What follows belongs to an exercise in optimizing a design on an open flow for small area; a production flow would make more cautious choices. Function was checked by simulation only, so behaviour that the tests miss may differ from the original.

==> 04-25: inputs <==
==> flow/design.v <==
`timescale 1ns/1ps
module fft_input_buffer (
   input  logic                clk,
   input  logic                rst_n,
   input  logic [15:0]         in_x,
   input  logic                in_nd,
   input  logic                load_go,     
   input  logic                loading,     
   input  logic [3:0]          ld_idx,      
   input  logic                ovf_ring,    
   output logic [15:0]         rd_data,     
   output logic                full,        
   output logic                overflow
);
   logic [15:0]         mem [16];
   logic [3:0]          wr_cnt;
   logic                wr_par;
   logic                rd_par;
   logic [3:0]          wr_addr;
   logic [3:0]          rd_addr;
   assign wr_addr = wr_par ? {wr_cnt[0], wr_cnt[1], wr_cnt[2], wr_cnt[3]} : wr_cnt;
   assign rd_addr = rd_par ? ld_idx : {ld_idx[0], ld_idx[1], ld_idx[2], ld_idx[3]};
   logic [15:0]         rd_sel;
   always_comb begin
      rd_data = '0;
      for (int w = 0; w < 16; w++)
      begin
         rd_sel[w] = (rd_addr == 4'(w));
         rd_data   = rd_data | (mem[w] & {16{rd_sel[w]}});
      end
   end
   always_ff @(posedge clk) begin
      if (in_nd)
      begin
         mem[wr_addr] <= in_x;
      end
   end
   always_ff @(posedge clk or negedge rst_n) begin
      if (!rst_n)
      begin
         wr_cnt   <= '0;
         wr_par   <= 1'b0;
         rd_par   <= 1'b0;
         full     <= 1'b0;
         overflow <= 1'b0;
      end
      else
      begin
         if (in_nd)
         begin
            wr_cnt <= wr_cnt + 4'd1;
            if (ovf_ring | (full & ~load_go))
            begin
               overflow <= 1'b1;
            end
         end
         if (load_go)
         begin
            full <= 1'b0;
         end
         if (in_nd & (&wr_cnt))
         begin
            full   <= 1'b1;
            wr_par <= ~wr_par;
         end
         if (loading & (&ld_idx))
         begin
            rd_par <= ~rd_par;
         end
      end
   end
endmodule
`timescale 1ns/1ps
module fft_stage_control (
   input  logic                clk,
   input  logic                rst_n,
   input  logic                full,        
   output logic                load_go,
   output logic                loading,
   output logic [3:0]          ld_idx,
   output logic [1:0]          stage,
   output logic                wb,
   output logic                use_acc,
   output logic                w4_sel,
   output logic [3:0]          mstep_eff,
   output logic [2:0]          n_eff,
   output logic                out_start
);
   localparam logic [1:0] ST_IDLE = 2'd0;
   localparam logic [1:0] ST_LOAD = 2'd1;
   localparam logic [1:0] ST_COMP = 2'd2;
   logic [1:0]          st;
   logic [3:0]          phase;
   logic [2:0]          rot;
   logic [3:0]          mstep;
   logic [2:0]          nreg;
   logic                comp;
   logic                w4;
   logic                triv;
   logic                cap;
   logic                wbn;
   logic [3:0]          cap_ph;
   logic [3:0]          wb_ph;
   logic                cap_ok;
   logic [2:0]          last_rot;
   logic [2:0]          n_cap;
   assign comp    = (st == ST_COMP);
   assign load_go = full & (st == ST_IDLE);
   assign loading = load_go | (st == ST_LOAD);
   assign ld_idx  = phase;
   function automatic logic [3:0] cap_phase(input logic s3, input logic [2:0] r);
      if (!s3)
      begin
         case (r[1:0])
            2'd0:    cap_phase = 4'd1;
            2'd1:    cap_phase = 4'd3;
            2'd2:    cap_phase = 4'd9;
            default: cap_phase = 4'd11;
         endcase
      end
      else
      begin
         case (r)
            3'd0:    cap_phase = 4'd1;
            3'd1:    cap_phase = 4'd2;
            3'd2:    cap_phase = 4'd3;
            3'd3:    cap_phase = 4'd5;
            3'd4:    cap_phase = 4'd6;
            default: cap_phase = 4'd7;
         endcase
      end
   endfunction
   assign cap_ph   = cap_phase(stage[0], rot);
   assign wb_ph    = cap_phase(stage[0], rot - 3'd1);
   assign last_rot = stage[1] ? (stage[0] ? 3'd6 : 3'd4) : 3'd0;
   assign cap_ok   = stage[1] & (rot != last_rot);
   assign cap      = comp & cap_ok & (phase == cap_ph);
   assign wbn      = comp & stage[1] & (rot != 3'd0) & (phase == wb_ph);
   assign n_cap    = stage[0] ? phase[2:0] : {phase[1:0], 1'b0};
   always_comb begin
      case (stage)
         2'd0:
         begin
            triv = ~phase[0];
            w4   = 1'b0;
         end
         2'd1:
         begin
            triv = ~phase[1];
            w4   = phase[0];
         end
         2'd2:
         begin
            triv = ~phase[2] & ~phase[0];
            w4   = phase[1];
         end
         default:
         begin
            triv = ~phase[3] & ~phase[1] & ~phase[0];
            w4   = phase[2];
         end
      endcase
   end
   assign wb        = comp & (((rot == 3'd0) & triv) | wbn);
   assign use_acc   = wbn;
   assign w4_sel    = wbn ? nreg[2] : w4;
   assign mstep_eff = cap ? 4'd0 : mstep;
   assign n_eff     = cap ? n_cap : nreg;
   assign out_start = comp & (&phase) & (&stage) & (rot == last_rot);
   always_ff @(posedge clk or negedge rst_n) begin
      if (!rst_n)
      begin
         st <= ST_IDLE;
      end
      else
      begin
         case (st)
            ST_IDLE:
            begin
               if (load_go)
               begin
                  st <= ST_LOAD;
               end
            end
            ST_LOAD:
            begin
               if (&phase)
               begin
                  st <= ST_COMP;
               end
            end
            default:
            begin
               if ((&phase) & (&stage) & (rot == last_rot))
               begin
                  st <= ST_IDLE;
               end
            end
         endcase
      end
   end
   always_ff @(posedge clk) begin
      phase <= ((st == ST_IDLE) & ~load_go) ? 4'd0 : phase + 4'd1;
      if ((st == ST_LOAD) & (&phase))
      begin
         stage <= 2'd0;
         rot   <= 3'd0;
      end
      else if (comp & (&phase))
      begin
         if (rot == last_rot)
         begin
            rot   <= 3'd0;
            stage <= stage + 2'd1;
         end
         else
         begin
            rot <= rot + 3'd1;
         end
      end
      mstep <= cap ? 4'd1 : mstep + 4'd1;
      if (cap)
      begin
         nreg <= n_cap;
      end
   end
endmodule
`timescale 1ns/1ps
module twiddle_rom (
   input  logic [1:0]          m,
   input  logic                odd,
   input  logic                k7,
   output logic [8:0]          c_re,
   output logic [8:0]          c_im
);
   always_comb begin
      case ({m, k7, odd})
         4'b0100: begin c_re = 9'h03b; c_im = 9'h1e8; end
         4'b0101: begin c_re = 9'h018; c_im = 9'h03b; end
         4'b0110: begin c_re = 9'h189; c_im = 9'h02f; end
         4'b0111: begin c_re = 9'h1cf; c_im = 9'h189; end
         4'b1000: begin c_re = 9'h02d; c_im = 9'h1d3; end
         4'b1001: begin c_re = 9'h02d; c_im = 9'h02d; end
         4'b1010: begin c_re = 9'h1a5; c_im = 9'h059; end
         4'b1011: begin c_re = 9'h1a5; c_im = 9'h1a5; end
         4'b1100: begin c_re = 9'h018; c_im = 9'h1c5; end
         4'b1101: begin c_re = 9'h03b; c_im = 9'h018; end
         4'b1110: begin c_re = 9'h1cf; c_im = 9'h075; end
         4'b1111: begin c_re = 9'h189; c_im = 9'h1cf; end
         default: begin c_re = 9'h000; c_im = 9'h000; end
      endcase
   end
endmodule
`timescale 1ns/1ps
module butterfly (
   input  logic                clk,
   input  logic [15:0]         a,
   input  logic [15:0]         b,
   input  logic                use_acc,     
   input  logic                swap,        
   input  logic [3:0]          mstep,       
   input  logic [2:0]          n,           
   input  logic                b_bit,       
   output logic [15:0]         sum,
   output logic [15:0]         dif
);
   logic [8:0]          c_re;
   logic [8:0]          c_im;
   logic                k7;
   logic                halve;
   logic [8:0]          acc_re;
   logic [8:0]          acc_im;
   logic [8:0]          acc_re_in;
   logic [8:0]          acc_im_in;
   logic [8:0]          nx_re;
   logic [8:0]          nx_im;
   assign k7    = &mstep[3:1];
   assign halve = mstep[0] & ~(mstep[3] & mstep[2]);
   twiddle_rom u_tw (
      .m(n[1:0]), .odd(mstep[0]), .k7(k7), .c_re(c_re), .c_im(c_im)
   );
   assign acc_re_in = (mstep == 4'd0) ? 9'd0 : acc_re;
   assign acc_im_in = (mstep == 4'd0) ? 9'd0 : acc_im;
   rca #(.W(9)) u_acc_re (
      .a(acc_re_in), .b(c_re & {9{b_bit}}), .ci((b_bit & k7) | (n[2] & halve)), .s(nx_re));
   rca #(.W(9)) u_acc_im (
      .a(acc_im_in), .b(c_im & {9{b_bit}}), .ci(b_bit & k7), .s(nx_im));
   always_ff @(posedge clk) begin
      if (halve)
      begin
         acc_re <= {nx_re[8], nx_re[8:1]};
         acc_im <= {nx_im[8], nx_im[8:1]};
      end
      else
      begin
         acc_re <= nx_re;
         acc_im <= nx_im;
      end
   end
   logic signed [7:0]   a_re;
   logic signed [7:0]   a_im;
   logic signed [7:0]   b_re;
   logic signed [7:0]   b_im;
   logic signed [8:0]   q_re;
   logic signed [8:0]   q_im;
   logic [8:0]          s_re;
   logic [8:0]          s_im;
   logic [8:0]          d_re;
   logic [8:0]          d_im;
   assign a_re = a[7:0];
   assign a_im = a[15:8];
   assign b_re = b[7:0];
   assign b_im = b[15:8];
   always_comb begin
      if (use_acc)
      begin
         q_re = swap ? acc_im : acc_re;
         q_im = swap ? acc_re : acc_im;
      end
      else
      begin
         q_re = swap ? 9'(b_im) : 9'(b_re);
         q_im = swap ? 9'(b_re) : 9'(b_im);
      end
   end
   logic [8:0]          qx_im;
   assign qx_im = q_im ^ {9{swap}};
   rca #(.W(9)) u_s_re (.a({a_re[7], a_re}), .b(q_re), .ci(1'b0), .s(s_re));
   rca #(.W(9)) u_d_re (.a({a_re[7], a_re}), .b(~q_re), .ci(1'b1), .s(d_re));
   rca #(.W(9)) u_s_im (.a({a_im[7], a_im}), .b(qx_im), .ci(swap), .s(s_im));
   rca #(.W(9)) u_d_im (.a({a_im[7], a_im}), .b(~qx_im), .ci(~swap), .s(d_im));
   assign sum = {s_im[8:1], s_re[8:1]};
   assign dif = {d_im[8:1], d_re[8:1]};
endmodule
module rca #(
   parameter int W = 8
) (
   input  logic [W-1:0]        a,
   input  logic [W-1:0]        b,
   input  logic                ci,
   output logic [W-1:0]        s
);
   logic [W:0]          c;
   assign c[0] = ci;
   for (genvar i = 0; i < W; i++)
   begin : g_bit
      assign s[i]   = a[i] ^ b[i] ^ c[i];
      assign c[i+1] = (a[i] & b[i]) | (a[i] & c[i]) | (b[i] & c[i]);
   end
endmodule
`timescale 1ns/1ps
module fft_work_memory (
   input  logic                clk,
   input  logic [1:0]          stage,       
   input  logic                ld_we,       
   input  logic [15:0]         ld_data,
   input  logic                wb,          
   input  logic [15:0]         sum,
   input  logic [15:0]         dif,
   input  logic [3:0]          mstep,       
   output logic [15:0]         a,           
   output logic [15:0]         b,           
   output logic                b_bit        
);
   logic [15:0]         R [16];
   assign a = R[0];
   assign b = (R[1] & {16{stage == 2'd0}}) | (R[2] & {16{stage == 2'd1}}) |
              (R[4] & {16{stage == 2'd2}}) | (R[8] & {16{stage == 2'd3}});
   logic [15:0]         diag4;
   logic [15:0]         diag8;
   for (genvar j = 0; j < 16; j++)
   begin : g_diag
      assign diag4[j] = R[(20 - j) % 16][(j % 2) * 8 + j / 2];
      assign diag8[j] = R[(24 - j) % 16][(j % 2) * 8 + j / 2];
   end
   assign b_bit = stage[0] ? diag8[mstep] : diag4[mstep];
   logic [15:0]         nR [16];
   logic                keep15;
   logic [3:0]          wd;
   assign keep15 = ~ld_we & ~wb;
   assign wd[0]  = wb & (stage == 2'd0);
   assign wd[1]  = wb & (stage == 2'd1);
   assign wd[2]  = wb & (stage == 2'd2);
   assign wd[3]  = wb & (stage == 2'd3);
   always_comb begin
      for (int q = 0; q < 15; q++)
      begin
         nR[q] = R[q + 1];
      end
      nR[0]  = wd[0] ? dif : R[1];
      nR[1]  = wd[1] ? dif : R[2];
      nR[3]  = wd[2] ? dif : R[4];
      nR[7]  = wd[3] ? dif : R[8];
      nR[15] = (R[0] & {16{keep15}}) | (ld_data & {16{ld_we}}) | (sum & {16{wb}});
   end
   always_ff @(posedge clk) begin
      for (int q = 0; q < 16; q++)
      begin
         R[q] <= nR[q];
      end
   end
endmodule
`timescale 1ns/1ps
module fft_output_buffer (
   input  logic                clk,
   input  logic                rst_n,
   input  logic                out_start,
   input  logic [15:0]         ring_word,
   input  logic                in_nd,
   input  logic                loading,
   output logic [15:0]         out_x,
   output logic                out_nd,
   output logic                ovf_ring
);
   logic [3:0]          ocnt;
   assign out_x = ring_word;
   assign ovf_ring = in_nd & out_nd & loading & ~(&ocnt);
   always_ff @(posedge clk or negedge rst_n) begin
      if (!rst_n)
      begin
         out_nd <= 1'b0;
      end
      else if (out_start)
      begin
         out_nd <= 1'b1;
      end
      else if (&ocnt)
      begin
         out_nd <= 1'b0;
      end
   end
   always_ff @(posedge clk) begin
      ocnt <= out_start ? 4'd0 : ocnt + 4'd1;
   end
endmodule
`timescale 1ns/1ps
module fft_dit_top (
   input  logic        clk,
   input  logic        rst_n,
   input  logic [15:0] in_x,
   input  logic        in_nd,
   output logic [15:0] out_x,
   output logic        out_nd,
   output logic        overflow
);
   logic                full;
   logic                load_go;
   logic                loading;
   logic [3:0]          ld_idx;
   logic [15:0]         ld_data;
   logic                ovf_ring;
   logic [1:0]          stage;
   logic                wb;
   logic                use_acc;
   logic                w4;
   logic [3:0]          mstep;
   logic [2:0]          n;
   logic                out_start;
   logic [15:0]         a;
   logic [15:0]         b;
   logic                b_bit;
   logic [15:0]         sum;
   logic [15:0]         dif;
   fft_input_buffer u_input (
      .clk(clk), .rst_n(rst_n), .in_x(in_x), .in_nd(in_nd),
      .load_go(load_go), .loading(loading), .ld_idx(ld_idx), .ovf_ring(ovf_ring),
      .rd_data(ld_data), .full(full), .overflow(overflow)
   );
   fft_stage_control u_ctrl (
      .clk(clk), .rst_n(rst_n), .full(full), .load_go(load_go),
      .loading(loading), .ld_idx(ld_idx), .stage(stage), .wb(wb),
      .use_acc(use_acc), .w4_sel(w4), .mstep_eff(mstep),
      .n_eff(n), .out_start(out_start)
   );
   fft_work_memory u_work (
      .clk(clk), .stage(stage), .ld_we(loading), .ld_data(ld_data),
      .wb(wb), .sum(sum), .dif(dif), .mstep(mstep), .a(a), .b(b),
      .b_bit(b_bit)
   );
   butterfly u_bf (
      .clk(clk), .a(a), .b(b), .use_acc(use_acc), .swap(w4),
      .mstep(mstep), .n(n), .b_bit(b_bit),
      .sum(sum), .dif(dif)
   );
   fft_output_buffer u_output (
      .clk(clk), .rst_n(rst_n), .out_start(out_start), .ring_word(a),
      .in_nd(in_nd), .loading(loading), .out_x(out_x), .out_nd(out_nd),
      .ovf_ring(ovf_ring)
   );
endmodule
==> flow/run.sh <==
#!/bin/bash
# synth_recipe.tcl (not shown) runs the flow's synth.tcl, then flattens the netlist and writes it again
# the make line also repeats each setting of config.mk as NAME=value (left out here)
make -C /OpenROAD-flow-scripts/flow DESIGN_CONFIG=/design/flow/config.mk WORK_HOME=/design/flow/orfs CLKGATE_MAP_FILE= SYNTH_SCRIPT=/design/flow/synth_recipe.tcl finish
==> flow/config.mk <==
export PLATFORM = sky130hd
export DESIGN_NAME = fft_dit_top
export DESIGN_NICKNAME = fft_dit_top
export VERILOG_FILES = /design/flow/design.v
export SDC_FILE = /design/flow/constraint.sdc
export NUM_CORES = 4
export LEC_CHECK = 0
export CAP_MARGIN = 20
export CORE_MARGIN = 2
export CORE_UTILIZATION = 60
export CTS_BUF_LIST = sky130_fd_sc_hd__clkbuf_8
export CTS_CLUSTER_DIAMETER = 40
export CTS_CLUSTER_SIZE = 20
export SLEW_MARGIN = 20
==> flow/constraint.sdc <==
create_clock -name core_clock -period 10.0 [get_ports {clk}]
set_input_delay 2.0000 -clock core_clock [delete_from_list [all_inputs] [get_ports {clk}]]
set_output_delay 2.0000 -clock core_clock [all_outputs]
set_load 0.01 [all_outputs]
==> 04-23 (differences from 04-25) <==
--- a/flow/design.v
+++ b/flow/design.v
@@ -22,11 +22,3 @@
    assign rd_addr = rd_par ? ld_idx : {ld_idx[0], ld_idx[1], ld_idx[2], ld_idx[3]};
-   logic [15:0]         rd_sel;
-   always_comb begin
-      rd_data = '0;
-      for (int w = 0; w < 16; w++)
-      begin
-         rd_sel[w] = (rd_addr == 4'(w));
-         rd_data   = rd_data | (mem[w] & {16{rd_sel[w]}});
-      end
-   end
+   assign rd_data = mem[rd_addr];
    always_ff @(posedge clk) begin
@@ -109,3 +101,3 @@
    assign loading = load_go | (st == ST_LOAD);
-   assign ld_idx  = phase;
+   assign ld_idx  = (st == ST_LOAD) ? phase : 4'd0;
    function automatic logic [3:0] cap_phase(input logic s3, input logic [2:0] r);
@@ -165,3 +157,3 @@
    assign use_acc   = wbn;
-   assign w4_sel    = wbn ? nreg[2] : w4;
+   assign w4_sel    = w4 & ~wbn;
    assign mstep_eff = cap ? 4'd0 : mstep;
@@ -202,3 +194,3 @@
    always_ff @(posedge clk) begin
-      phase <= ((st == ST_IDLE) & ~load_go) ? 4'd0 : phase + 4'd1;
+      phase <= load_go ? 4'd1 : phase + 4'd1;
       if ((st == ST_LOAD) & (&phase))
@@ -229,3 +221,3 @@
 module twiddle_rom (
-   input  logic [1:0]          m,
+   input  logic [2:0]          n,
    input  logic                odd,
@@ -236,15 +228,27 @@
    always_comb begin
-      case ({m, k7, odd})
-         4'b0100: begin c_re = 9'h03b; c_im = 9'h1e8; end
-         4'b0101: begin c_re = 9'h018; c_im = 9'h03b; end
-         4'b0110: begin c_re = 9'h189; c_im = 9'h02f; end
-         4'b0111: begin c_re = 9'h1cf; c_im = 9'h189; end
-         4'b1000: begin c_re = 9'h02d; c_im = 9'h1d3; end
-         4'b1001: begin c_re = 9'h02d; c_im = 9'h02d; end
-         4'b1010: begin c_re = 9'h1a5; c_im = 9'h059; end
-         4'b1011: begin c_re = 9'h1a5; c_im = 9'h1a5; end
-         4'b1100: begin c_re = 9'h018; c_im = 9'h1c5; end
-         4'b1101: begin c_re = 9'h03b; c_im = 9'h018; end
-         4'b1110: begin c_re = 9'h1cf; c_im = 9'h075; end
-         4'b1111: begin c_re = 9'h189; c_im = 9'h1cf; end
+      case ({n, k7, odd})
+         5'b00100: begin c_re = 9'h03b; c_im = 9'h1e8; end
+         5'b00101: begin c_re = 9'h018; c_im = 9'h03b; end
+         5'b00110: begin c_re = 9'h189; c_im = 9'h02f; end
+         5'b00111: begin c_re = 9'h1cf; c_im = 9'h189; end
+         5'b01000: begin c_re = 9'h02d; c_im = 9'h1d3; end
+         5'b01001: begin c_re = 9'h02d; c_im = 9'h02d; end
+         5'b01010: begin c_re = 9'h1a5; c_im = 9'h059; end
+         5'b01011: begin c_re = 9'h1a5; c_im = 9'h1a5; end
+         5'b01100: begin c_re = 9'h018; c_im = 9'h1c5; end
+         5'b01101: begin c_re = 9'h03b; c_im = 9'h018; end
+         5'b01110: begin c_re = 9'h1cf; c_im = 9'h075; end
+         5'b01111: begin c_re = 9'h189; c_im = 9'h1cf; end
+         5'b10100: begin c_re = 9'h1e8; c_im = 9'h1c5; end
+         5'b10101: begin c_re = 9'h03b; c_im = 9'h1e8; end
+         5'b10110: begin c_re = 9'h02f; c_im = 9'h075; end
+         5'b10111: begin c_re = 9'h189; c_im = 9'h02f; end
+         5'b11000: begin c_re = 9'h1d3; c_im = 9'h1d3; end
+         5'b11001: begin c_re = 9'h02d; c_im = 9'h1d3; end
+         5'b11010: begin c_re = 9'h059; c_im = 9'h059; end
+         5'b11011: begin c_re = 9'h1a5; c_im = 9'h059; end
+         5'b11100: begin c_re = 9'h1c5; c_im = 9'h1e8; end
+         5'b11101: begin c_re = 9'h018; c_im = 9'h1c5; end
+         5'b11110: begin c_re = 9'h075; c_im = 9'h02f; end
+         5'b11111: begin c_re = 9'h1cf; c_im = 9'h075; end
          default: begin c_re = 9'h000; c_im = 9'h000; end
@@ -259,3 +263,3 @@
    input  logic                use_acc,     
-   input  logic                swap,        
+   input  logic                w4,          
    input  logic [3:0]          mstep,       
@@ -269,3 +273,2 @@
    logic                k7;
-   logic                halve;
    logic [8:0]          acc_re;
@@ -277,5 +280,4 @@
    assign k7    = &mstep[3:1];
-   assign halve = mstep[0] & ~(mstep[3] & mstep[2]);
    twiddle_rom u_tw (
-      .m(n[1:0]), .odd(mstep[0]), .k7(k7), .c_re(c_re), .c_im(c_im)
+      .n(n), .odd(mstep[0]), .k7(k7), .c_re(c_re), .c_im(c_im)
    );
@@ -284,3 +286,3 @@
    rca #(.W(9)) u_acc_re (
-      .a(acc_re_in), .b(c_re & {9{b_bit}}), .ci((b_bit & k7) | (n[2] & halve)), .s(nx_re));
+      .a(acc_re_in), .b(c_re & {9{b_bit}}), .ci(b_bit & k7), .s(nx_re));
    rca #(.W(9)) u_acc_im (
@@ -288,3 +290,3 @@
    always_ff @(posedge clk) begin
-      if (halve)
+      if (mstep[0] & ~mstep[3] | mstep[0] & ~mstep[2])
       begin
@@ -316,4 +318,9 @@
       begin
-         q_re = swap ? acc_im : acc_re;
-         q_im = swap ? acc_re : acc_im;
+         q_re = acc_re;
+         q_im = acc_im;
+      end
+      else if (w4)
+      begin
+         q_re = 9'(b_im);
+         q_im = 9'(b_re);
       end
@@ -321,4 +328,4 @@
       begin
-         q_re = swap ? 9'(b_im) : 9'(b_re);
-         q_im = swap ? 9'(b_re) : 9'(b_im);
+         q_re = 9'(b_re);
+         q_im = 9'(b_im);
       end
@@ -326,7 +333,7 @@
    logic [8:0]          qx_im;
-   assign qx_im = q_im ^ {9{swap}};
+   assign qx_im = q_im ^ {9{w4}};
    rca #(.W(9)) u_s_re (.a({a_re[7], a_re}), .b(q_re), .ci(1'b0), .s(s_re));
    rca #(.W(9)) u_d_re (.a({a_re[7], a_re}), .b(~q_re), .ci(1'b1), .s(d_re));
-   rca #(.W(9)) u_s_im (.a({a_im[7], a_im}), .b(qx_im), .ci(swap), .s(s_im));
-   rca #(.W(9)) u_d_im (.a({a_im[7], a_im}), .b(~qx_im), .ci(~swap), .s(d_im));
+   rca #(.W(9)) u_s_im (.a({a_im[7], a_im}), .b(qx_im), .ci(w4), .s(s_im));
+   rca #(.W(9)) u_d_im (.a({a_im[7], a_im}), .b(~qx_im), .ci(~w4), .s(d_im));
    assign sum = {s_im[8:1], s_re[8:1]};
@@ -366,4 +373,10 @@
    assign a = R[0];
-   assign b = (R[1] & {16{stage == 2'd0}}) | (R[2] & {16{stage == 2'd1}}) |
-              (R[4] & {16{stage == 2'd2}}) | (R[8] & {16{stage == 2'd3}});
+   always_comb begin
+      case (stage)
+         2'd0:    b = R[1];
+         2'd1:    b = R[2];
+         2'd2:    b = R[4];
+         default: b = R[8];
+      endcase
+   end
    logic [15:0]         diag4;
@@ -376,25 +389,21 @@
    assign b_bit = stage[0] ? diag8[mstep] : diag4[mstep];
-   logic [15:0]         nR [16];
-   logic                keep15;
-   logic [3:0]          wd;
-   assign keep15 = ~ld_we & ~wb;
-   assign wd[0]  = wb & (stage == 2'd0);
-   assign wd[1]  = wb & (stage == 2'd1);
-   assign wd[2]  = wb & (stage == 2'd2);
-   assign wd[3]  = wb & (stage == 2'd3);
-   always_comb begin
+   always_ff @(posedge clk) begin
       for (int q = 0; q < 15; q++)
       begin
-         nR[q] = R[q + 1];
+         R[q] <= R[q + 1];
       end
-      nR[0]  = wd[0] ? dif : R[1];
-      nR[1]  = wd[1] ? dif : R[2];
-      nR[3]  = wd[2] ? dif : R[4];
-      nR[7]  = wd[3] ? dif : R[8];
-      nR[15] = (R[0] & {16{keep15}}) | (ld_data & {16{ld_we}}) | (sum & {16{wb}});
-   end
-   always_ff @(posedge clk) begin
-      for (int q = 0; q < 16; q++)
+      R[15] <= R[0];
+      if (ld_we)
+      begin
+         R[15] <= ld_data;
+      end
+      if (wb)
       begin
-         R[q] <= nR[q];
+         R[15] <= sum;
+         case (stage)
+            2'd0:    R[0] <= dif;
+            2'd1:    R[1] <= dif;
+            2'd2:    R[3] <= dif;
+            default: R[7] <= dif;
+         endcase
       end
@@ -480,3 +489,3 @@
    butterfly u_bf (
-      .clk(clk), .a(a), .b(b), .use_acc(use_acc), .swap(w4),
+      .clk(clk), .a(a), .b(b), .use_acc(use_acc), .w4(w4),
       .mstep(mstep), .n(n), .b_bit(b_bit),
CORE_UTILIZATION = 40   (was 60)
CTS_CLUSTER_DIAMETER = 50   (was 40)
CTS_CLUSTER_SIZE = 18   (was 20)
==> out/qor.csv <==
metric,value,unit
syn_area,0.0219,sq mm
die_y,238,microns
status,"complete, no violations",
comb.multi_input.count,992,
The numbers above come from 04-23.

==> out/qor.csv <==
metric,value,unit
dp.cells,1918,
syn_area,0.0208,sq mm
status,"complete, no violations",
die_y,190,microns
comb.multi_input.count,795,
multiInputGateArea,0.00654,sq mm
The numbers above come from 04-25.

[afterwards: timing with drivers on the ports]
The flow's constraints put no driver on any port. The routed layouts listed below were extracted and timed again, unchanged, in two steps. Step 1: set_driving_cell puts a clkbuf_16 on clk and a buf_2 on each other input, an assumption about the parent block. Step 2, shift: input delay + t, output delay - t, t = (earliest + latest rising clock arrival at the registers) / 2. This alone moves slack from input paths to output paths. Three values: ideal ports, drivers, drivers and shift; two values: the first two.
| run | t, ns | setup slack, ns | worst slew at a driven data input, ns |
|---|---|---|---|
| 04-25 | 0.663 | 2.190 / 2.190 / 2.190 | 0.04 |
| 04-23 | 0.695 | 1.674 / 1.674 / 1.674 | 0.09 |
After both steps every run listed still meets setup and hold.
